What follows belongs to an exercise in optimizing a design on an open flow for small area; a production flow would make more cautious choices. The RTL was checked by simulation tests, not by an equivalence proof against the original design. Power figures rest on the tool's default switching activity, not on a simulated workload.

==> design.v <==
package omok_board_pkg;
    localparam int board_dim  = 10;
    localparam int cell_count = board_dim * board_dim;
    typedef logic [6:0] pos_t;
    localparam pos_t cursor_home = 7'd44;
    localparam logic [1:0] cell_empty = 2'b00;
    localparam logic [1:0] cell_black = 2'b10;
    localparam logic [1:0] cell_white = 2'b11;
    typedef struct packed {
        logic occupied;
        logic white;
    } cell_bits_t;
    typedef union packed {
        logic [1:0] code;
        cell_bits_t bits;
    } cell_t;
    typedef logic [2*cell_count-1:0] board_t;  
endpackage
package omok_rules_pkg;
    localparam int win_len = 5;
    localparam int arm_len        = 3;
    localparam int forbidden_arms = 2;
    localparam int check_lo = 3;
    localparam int check_hi = 6;
endpackage
module omok_top (
    input  logic         clk,
    input  logic         rst,
    input  logic         btn_left,
    input  logic         btn_right,
    input  logic         btn_up,
    input  logic         btn_down,
    input  logic         put,
    output logic [6:0]   cursor_pos,
    output logic [199:0] board,
    output logic [6:0]   move_count,
    output logic         black_win,
    output logic         white_win
);
    logic [3:0]  row, col;
    logic        left_prev, right_prev, up_prev, down_prev, put_prev;
    logic        forbidden;
    logic        win_pend;       
    logic [99:0] occ, wb;
    assign cursor_pos = {row, 3'b000} + {2'b00, row, 1'b0} + {3'b000, col};
    always_comb begin
        for (int i = 0; i < 100; i++) begin
            board[2*i+1] = occ[i];
            board[2*i]   = wb[i];
        end
    end
    logic w;                     
    assign w = move_count[0];
    logic [9:0] rs, cs;          
    always_comb begin
        for (int k = 0; k < 10; k++) begin
            rs[k] = row == 4'(k);
            cs[k] = col == 4'(k);
        end
    end
    logic [99:0] own;
    assign own = occ & ~(wb ^ {100{w}});
    logic [9:0] H, OH, V, OV, D, A;
    logic [4:0] dd, ss;
    assign dd = 5'(col) - 5'(row);
    assign ss = 5'(col) + 5'(row);
    logic [10:0] asel;
    always_comb begin
        asel = '0;
        for (int r = 0; r < 10; r++)
            for (int c = 0; c < 10; c++)
                if (c + r >= 4 && c + r <= 14) asel[c+r-4] = asel[c+r-4] | (rs[r] & cs[c]);
    end
    always_comb begin
        H = '0; OH = '0; V = '0; OV = '0; D = '0; A = '0;
        for (int r = 0; r < 10; r++) begin
            for (int j = 0; j < 10; j++) begin
                H[j]  = H[j]  | (rs[r] & own[r*10+j]);
                OH[j] = OH[j] | (rs[r] & occ[r*10+j]);
                V[j]  = V[j]  | (cs[r] & own[j*10+r]);
                if (r >= 3 && r <= 6)
                    OV[j] = OV[j] | (cs[r] & occ[j*10+r]);
            end
        end
        for (int d = -5; d <= 5; d++) begin
            for (int j = 0; j < 10; j++) begin
                if (j + d >= 0 && j + d <= 9)
                    D[j] = D[j] | ((dd == 5'(d)) & own[j*10+j+d]);
            end
        end
        for (int s = 4; s <= 14; s++) begin
            for (int j = 0; j < 10; j++) begin
                if (s - j >= 0 && s - j <= 9)
                    A[j] = A[j] | (asel[s-4] & own[(s-j)*10+j]);
            end
        end
    end
    function automatic logic five(logic [9:0] l);
        five = 1'b0;
        for (int s = 0; s <= 5; s++) five = five | (&l[s+:5]);
    endfunction
    logic win_hit;
    assign win_hit = five(H | cs) | five(V | rs) | five(D | rs) | five(A | cs);
    logic arm_r, arm_l, arm_u, arm_d, in_win, forb_next;
    always_comb begin
        arm_r = 1'b0; arm_l = 1'b0; arm_u = 1'b0; arm_d = 1'b0;
        for (int k = 3; k <= 6; k++) begin
            arm_r = arm_r | (cs[k] & H[k+1] & H[k+2] & ~OH[k+3]);
            arm_l = arm_l | (cs[k] & H[k-1] & H[k-2] & ~OH[k-3]);
            arm_d = arm_d | (rs[k] & V[k+1] & V[k+2] & ~OV[k+3]);
            arm_u = arm_u | (rs[k] & V[k-1] & V[k-2] & ~OV[k-3]);
        end
        in_win    = (|rs[6:3]) & (|cs[6:3]);
        forb_next = in_win & (3'(arm_r) + 3'(arm_l) + 3'(arm_u) + 3'(arm_d) == 3'd2);
    end
    logic cell_free, accept;
    assign cell_free = ~|(cs & OH);
    assign accept    = put & ~put_prev & cell_free & ~forbidden & ~black_win & ~white_win;
    logic [9:0]  ra, raw;
    logic [99:0] occ_n, wb_n;
    assign ra  = rs & {10{accept}};
    assign raw = ra & {10{w}};
    always_comb begin
        for (int r = 0; r < 10; r++) begin
            for (int c = 0; c < 10; c++) begin
                occ_n[r*10+c] = occ[r*10+c] | (ra[r] & cs[c]);
                wb_n[r*10+c]  = wb[r*10+c]  | (raw[r] & cs[c]);
            end
        end
    end
    function automatic logic [3:0] inc9(logic [3:0] v);
        logic [3:0] r;
        r[0] = ~v[0];
        r[1] = v[1] ^ v[0];
        r[2] = v[2] ^ (v[1] & v[0]);
        r[3] = v[3] ^ (v[2] & v[1] & v[0]);
        inc9 = r;
    endfunction
    function automatic logic [3:0] dec9(logic [3:0] v);
        logic [3:0] r;
        r[0] = ~v[0];
        r[1] = v[1] ^ ~v[0];
        r[2] = v[2] ^ (~v[1] & ~v[0]);
        r[3] = v[3] ^ (~v[2] & ~v[1] & ~v[0]);
        dec9 = r;
    endfunction
    logic fire_r, fire_l, fire_u, fire_d;
    assign fire_r = btn_right & ~right_prev;
    assign fire_l = btn_left  & ~left_prev;
    assign fire_u = btn_up    & ~up_prev;
    assign fire_d = btn_down  & ~down_prev;
    always_ff @(posedge clk or posedge rst) begin
        if (rst) begin
            row        <= 4'd4;
            col        <= 4'd4;
            left_prev  <= 1'b0;
            right_prev <= 1'b0;
            up_prev    <= 1'b0;
            down_prev  <= 1'b0;
            put_prev   <= 1'b0;
            forbidden  <= 1'b0;
            win_pend   <= 1'b0;
            black_win  <= 1'b0;
            white_win  <= 1'b0;
            move_count <= 7'd0;
            occ        <= '0;
            wb         <= '0;
        end else begin
            left_prev  <= btn_left;
            right_prev <= btn_right;
            up_prev    <= btn_up;
            down_prev  <= btn_down;
            put_prev   <= put;
            if (fire_r && col != 4'd9)      col <= inc9(col);
            else if (fire_l && col != 4'd0) col <= dec9(col);
            else if (fire_u && row != 4'd0) row <= dec9(row);
            else if (fire_d && row != 4'd9) row <= inc9(row);
            forbidden  <= forb_next;
            win_pend   <= accept & win_hit;
            if (win_pend) begin
                if (move_count[0]) black_win <= 1'b1;
                else               white_win <= 1'b1;
            end
            if (accept) move_count <= move_count + 7'd1;
            occ <= occ_n;
            wb  <= wb_n;
        end
    end
endmodule
==> flow/run.sh <==
#!/bin/bash
# Standard ORFS layout (standard synthesis unchanged) with buf_1 port buffers
# and a clock tree of clkbuf_4 without dummy loads. make's full output goes to layout.log;
# each ORFS step also keeps its own log under orfs/logs.
set -euo pipefail
CTS="-sink_clustering_enable -repair_clock_nets -dont_use_dummy_load"
CTS="$CTS -buf_list sky130_fd_sc_hd__clkbuf_4 -sink_clustering_size 10 -sink_clustering_max_diameter 40"
bash standard.sh \
  "BUFFER_PORTS_ARGS=-buffer_cell sky130_fd_sc_hd__buf_1" \
  "CTS_ARGS=$CTS" \
  finish > layout.log 2>&1
==> standard.sh <==
#!/bin/bash
# synth_recipe.tcl (not shown) runs the flow's synth.tcl, then flattens the netlist and writes it again
# the make line also repeats each setting of config.mk as NAME=value (left out here)
make -C /OpenROAD-flow-scripts/flow DESIGN_CONFIG=/design/flow/config.mk WORK_HOME=/design/flow/orfs CLKGATE_MAP_FILE= SYNTH_SCRIPT=/design/flow/synth_recipe.tcl "${@:-finish}"
==> config.mk <==
export PLATFORM = sky130hd
export DESIGN_NAME = omok_top
export DESIGN_NICKNAME = omok_top
export VERILOG_FILES = /design/flow/design.v
export SDC_FILE = /design/flow/constraint.sdc
export NUM_CORES = 4
export LEC_CHECK = 0
export CAP_MARGIN = 20
export CORE_MARGIN = 2
export CORE_UTILIZATION = 45
export PLACE_DENSITY = 0.6
export SLEW_MARGIN = 20
==> constraint.sdc <==
create_clock -name core_clock -period 18.0 [get_ports {clk}]
set_input_delay 3.6000 -clock core_clock [delete_from_list [all_inputs] [get_ports {clk}]]
set_output_delay 3.6000 -clock core_clock [all_outputs]
set_load 0.01 [all_outputs]
==> results of run 1 <==
power by group through the flow:
stage / Combinational [mW] / Sequential [mW] / Clock [mW]
floorplan: 1.04 / 0.865 / 0
global placement: 1.69 / 0.964 / 0
detailed placement: 1.69 / 0.974 / 0
CTS: 1.69 / 0.964 / 0.264
global route: 1.82 / 0.996 / 0.283
finish: 1.78 / 0.978 / 0.259
layout make-up:
type / count / area (µm²)
tap: 396 / 495
multi-input combinational: 1120 / 7880
inverter: 14 / 60.1
sequential: 224 / 5610
timing repair buffer: 274 / 1220
antenna: 2 / 5.00
clock buffer: 34 / 255
fill: 2974 / 15200
critical path: stages, from the launching register on:
cell and delay, ns:
dfstp_2 1.07, fa_1 0.59, fa_1 0.41, a21o_1 0.17, a21oi_1 0.17, xnor2_1 0.13, buf_1 0.17
cells in the mapped netlist, types with 6 or more instances:
cell       count  share of area [%]
a21o_1       204                 11
a21oi_1       32                1.1
a221oi_1       9               0.56
a222oi_1      12               0.85
a22oi_1       39                2.1
a31oi_1       11               0.49
and3_1         8               0.35
buf_1         10               0.27
buf_2         36                1.3
buf_4         39                2.1
clkbuf_1      46                1.2
dfrtp_1      222                 39
ha_1          14                1.2
inv_1         12               0.32
mux2_2         8               0.64
nand2_1      134                3.6
nand2b_1       6               0.27
nand3_1       65                2.3
nand3b_1       6               0.32
nor2_1        56                1.5
nor2_2         9               0.40
nor3_1        25               0.89
nor4_1        28                1.2
nor4b_1        7               0.43
o2111ai_1     16               0.99
o211ai_1       6               0.32
o21ai_0       40                1.4
o221ai_1      13               0.81
o22a_1        14               0.87
o22ai_1      129                5.7
or4_1          7               0.37
xnor2_1      112                6.9
xor2_1         7               0.43
state kept, by name, indices dropped and copies added, names as in the netlist:
register and count:
down_prev 1, put_prev 1, wb 100, row 4, col 4, right_prev 1
win_pend 1, up_prev 1, forbidden 1, left_prev 1, black_win 1, occ 100
white_win 1, move_count 7
routing by layer:
layer | vias to the layer above | global-route usage, % | wire length (µm)
li1 | 5982 | - | -
met1 | 7505 | 58.5 | 28900
met2 | 1221 | 65.4 | 31400
met3 | 295 | 16.1 | 9940
met4 | 0 | 21.9 | 4610
met5 | - | 0 | 0
final timing paths:
kind | start | end | slack [ns]
min in group asynchronous | rst | wb[43] | 2.99
worst min-delay path | move_count[6] | move_count[6] | 0.48
max in group asynchronous | rst | move_count[6] | 13.51
worst max-delay path | row[2] | cursor_pos[6] | 11.04
worst max register to register | row[2] | forbidden | 12.47
worst min register to register | move_count[6] | move_count[6] | 0.48
kinds of logic (layout without fill, tap and decap cells):
| family | count (synthesis) | in the layout | share of synthesized area [%] |
|---|---|---|---|
| compound gates | 555 | 555 | 27.9 |
| xor+xnor | 119 | 119 | 7.37 |
| fa+ha+maj | 18 | 18 | 1.81 |
| buf+inv | 149 | 322 | 5.52 |
| flops | 224 | 224 | 39.7 |
| mux | 13 | 13 | 1.17 |
| other cells | 0 | 2 | 0 |
| simple gates | 415 | 415 | 16.5 |
==> metrics.cfg, run 1 <==
[outcome]
outcome = timing/DRC/antenna clean

[sta]
worst_pin_slew_ns = 1.28
fmax_ghz = 0.144
maxSlewHeadroom_pct = 13.6
min_period_over_period_pct = 38.7
setup_viol = 0
min_period_ns = 6.96
hold_violations = 0
drv_slew = 0
final.setup_skew_ns = 0.0871
layout_setup_ws_ns = 11.04
whs_ns = 0.479
grt_setup_unrepaired = false
finalSetupTns_ns = 0

[die]
pin_count = 223
die_y_um = 181
start_util_pct = 46.0
core_mm2 = 0.0307
die_w_um = 181
die_area_mm2 = 0.0328
row_count = 64

[power]
clkPwrFrac_pct = 8.6
switching_share_pct = 56.9
p_int_mw = 1.30
power_frac_seq_pct = 32.5
power_density_mw_per_mm2 = 194
p_total_mw = 3.01
pwr-share-comb_pct = 58.9
p_leak_nw = 7.37
irDropWorstVdd_uv = 91.6
power.switching_mw = 1.71

[clocking]
postCtsSetupBuffers = 0
worstSkewPairLatency_ns = 0.71
cts_buffers = 34
clk_pin_slew_ns = 0.07
hold_buffers = 0
cts_resized = 0
clockBufferDepth = 3
htree_levels = 2
clkSinkCount = 224
tritoncts = yes
clock-root-buffer = clkbuf_4

[route]
drc_errors = 0
wl_per_cell_um = 36.3
vias = 15000
viasPerCell = 7.27
antenna_left = 0
drt_iter0_drc = 2629
wirelength_um = 74900
drtPass1Iterations = 9

[critical_path]
worstPathRequired_ns = 14.40
start_kind = flop
end_kind = primary output
path_max_fanout = 39
rr_worst_depth = 14
arrival_ns = 3.36
critical_path_class = flop to primary output

[cells_and_area]
final_cell_mix = 222 x buf_1, 219 x dfrtp_1, 204 x a21o_1, 134 x nand2_1, 129 x o22ai_1
utilization_pct = 50.5
fin_area_mm2 = 0.0155
drive_above_1_share_pct = 9.54
nNetsFinal = 1693
instances_no_fill = 2064
area_delta_synth_final_pct = 9.91
layout_commonest_cell = buf_1

[global_routing]
antenna_found_initial = 2
grt_pass1_vias = 14200
grt_pass1_wl_um = 106000
grt_remaining_overflow = 0
track_usage_pct = 44.7
grt_max_degree = 89

[worst_hold_path]
hold_depth = 1
holdCritPathClass = flop to flop

[job]
drv_cap = 0

[place]
hpwl_um = 53400
placed_cells = 2027
port_buffers = 222
place_area_mm2 = 0.0153
place_ws_ns = 11.75
gp_congestion = 1.12

[yosys]
synth_seq_cells = 224
synth.distinct_cells = 88
synth_seq_area_share_pct = 39.7
async_reset_ff_share_pct = 100
ys.flop_type = dfrtp_1
yosysWarnings = 1
synth.avg_cell_area_um2 = 9.47
syn_area_mm2 = 0.0141
syn_nets = 1518
netlist_instances = 1493
synth_edf_count = 0

==> inputs of run 2 (changes only) <==
--- a/flow/run.sh
+++ b/flow/run.sh
@@ -1,4 +1,5 @@
 #!/bin/bash
-# Standard ORFS layout (standard synthesis unchanged) with buf_1 port buffers
-# and a clock tree of clkbuf_4 without dummy loads. make's full output goes to layout.log;
+# Standard ORFS layout (standard synthesis unchanged) with buf_1 port buffers,
+# synthesis buffers removed before a wirelength-driven global placement, and a
+# clock tree of clkbuf_4 without dummy loads. make's full output goes to layout.log;
 # each ORFS step also keeps its own log under orfs/logs.
@@ -10,2 +11,4 @@
   "CTS_ARGS=$CTS" \
+  GPL_TIMING_DRIVEN=0 \
+  "PRE_GLOBAL_PLACE_TCL=$PWD/flow/pre_global_place.tcl" \
   finish > layout.log 2>&1
==> flow/pre_global_place.tcl (new file) <==
remove_buffers
--- a/config.mk
+++ b/config.mk
@@ -9,4 +9,4 @@
 export CORE_MARGIN = 2
-export CORE_UTILIZATION = 45
-export PLACE_DENSITY = 0.6
+export CORE_UTILIZATION = 52
+export PLACE_DENSITY = 0.68
 export SLEW_MARGIN = 20
==> metrics.cfg, run 2 <==
[outcome]
outcome = timing/DRC/antenna clean  ; unchanged

[yosys]
synth.avg_cell_area_um2 = 9.47  ; unchanged
yosysMostFrequentCell = dfrtp_1  ; unchanged
ys.flop_type = dfrtp_1  ; unchanged
netlist_instances = 1493  ; unchanged
yosysWarnings = 1  ; unchanged
syn_nets = 1518  ; unchanged
synth.distinct_cells = 88  ; unchanged
synthTopCellsByArea = dfrtp_1 39%, a21o_1 11%, xnor2_1 6.9%  ; unchanged
async_reset_ff_share_pct = 100  ; unchanged
synth_seq_cells = 224  ; unchanged
yosysTopAreaCellShare_pct = 39.3  ; unchanged
synth_edf_count = 0  ; unchanged
synth_commonest_cells = 222 x dfrtp_1, 204 x a21o_1, 134 x nand2_1  ; unchanged
syn_area_mm2 = 0.0141  ; unchanged
synth_top_area_cell = dfrtp_1  ; unchanged
synth_seq_area_share_pct = 39.7  ; unchanged

[sta]
grt_setup_unrepaired = false  ; unchanged
whs_ns = 0.481  ; was 0.479 ns
finalSetupTns_ns = 0  ; unchanged
min_period_over_period_pct = 39.4  ; was 38.7%
drv_slew = 0  ; unchanged
worst_pin_slew_ns = 1.33  ; was 1.28 ns
min_period_ns = 7.09  ; was 6.96 ns
hold_violations = 0  ; unchanged
maxSlewHeadroom_pct = 10.4  ; was 13.6%
final.setup_skew_ns = 0.0728  ; was 0.0871 ns
fmax_ghz = 0.141  ; was 0.144 GHz
setup_viol = 0  ; unchanged
layout_setup_ws_ns = 10.91  ; was 11.04 ns

[route]
antenna_left = 0  ; unchanged
drt_iter0_drc = 2887  ; was 2629
drtPass1Iterations = 7  ; was 9
vias = 15000  ; about the same
viasPerCell = 7.50  ; was 7.27
drc_errors = 0  ; unchanged
wirelength_um = 71600  ; was 74900 µm
wl_per_cell_um = 35.8  ; was 36.3 µm

[worst_hold_path]
hold_path.startpoint = move_count[6]  ; unchanged
holdCritPathClass = flop to flop  ; unchanged
hold_depth = 1  ; unchanged
hold-path-endpoint = move_count[6]  ; unchanged

[clocking]
tritoncts = yes  ; unchanged
htree_levels = 2  ; unchanged
clkSinkCount = 224  ; unchanged
cts_buffers = 34  ; unchanged
cts_resized = 0  ; unchanged
clockBufferDepth = 3  ; unchanged
postCtsSetupBuffers = 0  ; unchanged
clk_pin_slew_ns = 0.11  ; was 0.07 ns
clock-root-buffer = clkbuf_4  ; unchanged
hold_buffers = 0  ; unchanged
worstSkewPairLatency_ns = 0.70  ; was 0.71 ns

[power]
p_total_mw = 3.01  ; about the same
irDropWorstVdd_uv = 113  ; was 91.6 µV
p_leak_nw = 7.43  ; was 7.37 nW
power_density_mw_per_mm2 = 193  ; was 194 mW/mm²

[die]
pin_count = 223  ; unchanged
die_w_um = 169  ; was 181 µm
die_area_mm2 = 0.0285  ; was 0.0328 mm²
die_y_um = 169  ; was 181 µm
start_util_pct = 52.7  ; was 46.0%
row_count = 60  ; was 64
core_mm2 = 0.0268  ; was 0.0307 mm²

[global_routing]
grt_remaining_overflow = 0  ; unchanged
track_usage_pct = 48.9  ; was 44.7%
grt_max_degree = 101  ; was 89
antenna_found_initial = 5  ; was 2
grt_pass1_wl_um = 99500  ; was 106000 µm
grt_pass1_vias = 13800  ; was 14200

[place]
port_buffers = 222  ; unchanged
gp_congestion = 1.18  ; was 1.12
hpwl_um = 52100  ; was 53400 µm
place_ws_ns = 11.67  ; was 11.75 ns
place_area_mm2 = 0.0154  ; was 0.0153 mm²

[cells_and_area]
layout_commonest_cell = buf_1  ; unchanged
area_delta_synth_final_pct = 10.6  ; was 9.91%
final_cell_mix = 222 x buf_1, 218 x dfrtp_1, 204 x a21o_1, 134 x nand2_1, 129 x o22ai_1  ; was 222 x buf_1, 219 x dfrtp_1, 204 x a21o_1, 134 x nand2_1, 129 x o22ai_1
nNetsFinal = 1682  ; was 1693
drive_above_1_share_pct = 9.61  ; was 9.54%
fin_area_mm2 = 0.0156  ; was 0.0155 mm²
reg_top3 = occ x100, wb x100, move_count x7  ; unchanged

[critical_path]
cpPeakStageDelay_ns = 1.14  ; was 1.07 ns
crit_chain = fa_1 -> fa_1 -> a21o_1 -> a21oi_1 -> xnor2_1 -> buf_1  ; unchanged
arrival_ns = 3.49  ; was 3.36 ns
reg2reg_from = row[2]  ; unchanged
worst_r2r_endpoint = win_pend  ; was forbidden
slowest_stage = dfstp_2  ; unchanged
crit_top_cell = fa_1  ; unchanged
critical_path_class = flop to primary output  ; unchanged
reg2reg_slack_ns = 12.17  ; was 12.47 ns
path_max_fanout = 39  ; unchanged
rr_worst_depth = 11  ; was 14
end_kind = primary output  ; unchanged
start_kind = flop  ; unchanged
worstPathRequired_ns = 14.40  ; about the same

[job]
drv_cap = 0  ; unchanged

==> run 2: cell counts after synthesis <==
Identical to the previous run, type by type.
==> run 2: critical path: cells and delay by family, from the launching register on <==
family / cells / cell delay (ns)
xor gates and xnor gates: 1 / 0.13
buffers and inverters: 1 / 0.17
DFF: 1 / 1.14
AOI/OAI and AO/OA: 2 / 0.34
adders and majority gates: 2 / 1.02
==> run 2: logic make-up (layout without fill, tap and decap cells) <==
| kind of cell | count (synthesis) | in the layout | share of synthesized area (%) |
|---|---|---|---|
| AND/OR/NAND/NOR | 415 | 415 | 16.5 |
| AO/OA/AOI/OAI | 555 | 555 | 27.9 |
| multiplexers | 13 | 13 | 1.17 |
| other | 0 | 3 | 0 |
| adder cells (fa/ha/maj) | 18 | 18 | 1.81 |
| buffers and inverters | 149 | 311 | 5.52 |
| flip-flops | 224 | 224 | 39.7 |
| XOR/XNOR | 119 | 119 | 7.37 |
==> run 2: area by class of cell <==
class	instances	area (µm²)
fillers	2414	11200
multi-input cells	1120	7940
clock buffers	34	255
inverters	14	60.1
flip-flops and latches	224	5620
well taps	341	427
diodes	3	7.51
repair buffers	263	1320
==> run 2: power by group <==
| part | total, mW | internal (mW) | switching [mW] |
|---|---|---|---|
| Clock | 0.265 | 0.0868 | 0.178 |
| Sequential | 0.959 | 0.649 | 0.310 |
| Combinational | 1.79 | 0.576 | 1.21 |
| Total | 3.01 | 1.31 | 1.70 |
==> run 2: metal layers <==
metal  track usage, %  share of wire, %  vias to the layer above
met4             26.7               7.1                        4
met2             70.1                41                     1333
li1                 -                 -                     5981
met5                0             0.036                        -
met1             64.5                37                     7346
met3             17.3                15                      338
==> run 2: per-stage QoR <==
stage	std cells	utilization, %
3_3_place_gp	1921	54.7
6_report	1999	58.3
4_1_cts	1995	58.3
5_1_grt	1997	58.3
2_1_floorplan	1493	-
3_5_place_dp	1961	57.3
==> run 2: how the worst max path moves through the flow <==
stage               startpoint       endpoint  slack [ns]  depth (start not counted)
detailed placement      row[2]  cursor_pos[6]       11.67                          6
global route            row[2]  cursor_pos[6]       10.88                          6
finish                  row[2]  cursor_pos[6]       10.91                          6
global placement           rst  move_count[5]        6.15                          2
CTS                     row[2]  cursor_pos[6]       10.98                          6
floorplan                  rst      black_win        8.27                          1

[what the ideal ports hide]
The results above use ideal ports. As a check the final layouts listed here were re-extracted and re-timed, cells and wires unchanged.
Step 1 assumes that a clkbuf_16 drives the clock port and a buf_2 every other input.
Step 2 times the ports against the registers' clock, not the clock port: input delays grow and output delays shrink by t, the midpoint of the rising clock arrivals with the driver on.
Three values: ideal, step 1, step 2; two values: the first two.
run	shift t [ns]	setup WS [ns]	hold WS [ns]	worst data-port slew with drivers (ns)
run 1	0.719	11.035 / 10.985 / 11.703	0.479 / 0.479 / 0.479	0.03
run 2	0.719	10.908 / 10.857 / 11.576	0.481 / 0.481 / 0.481	0.03
After both steps every run listed still meets setup and hold.
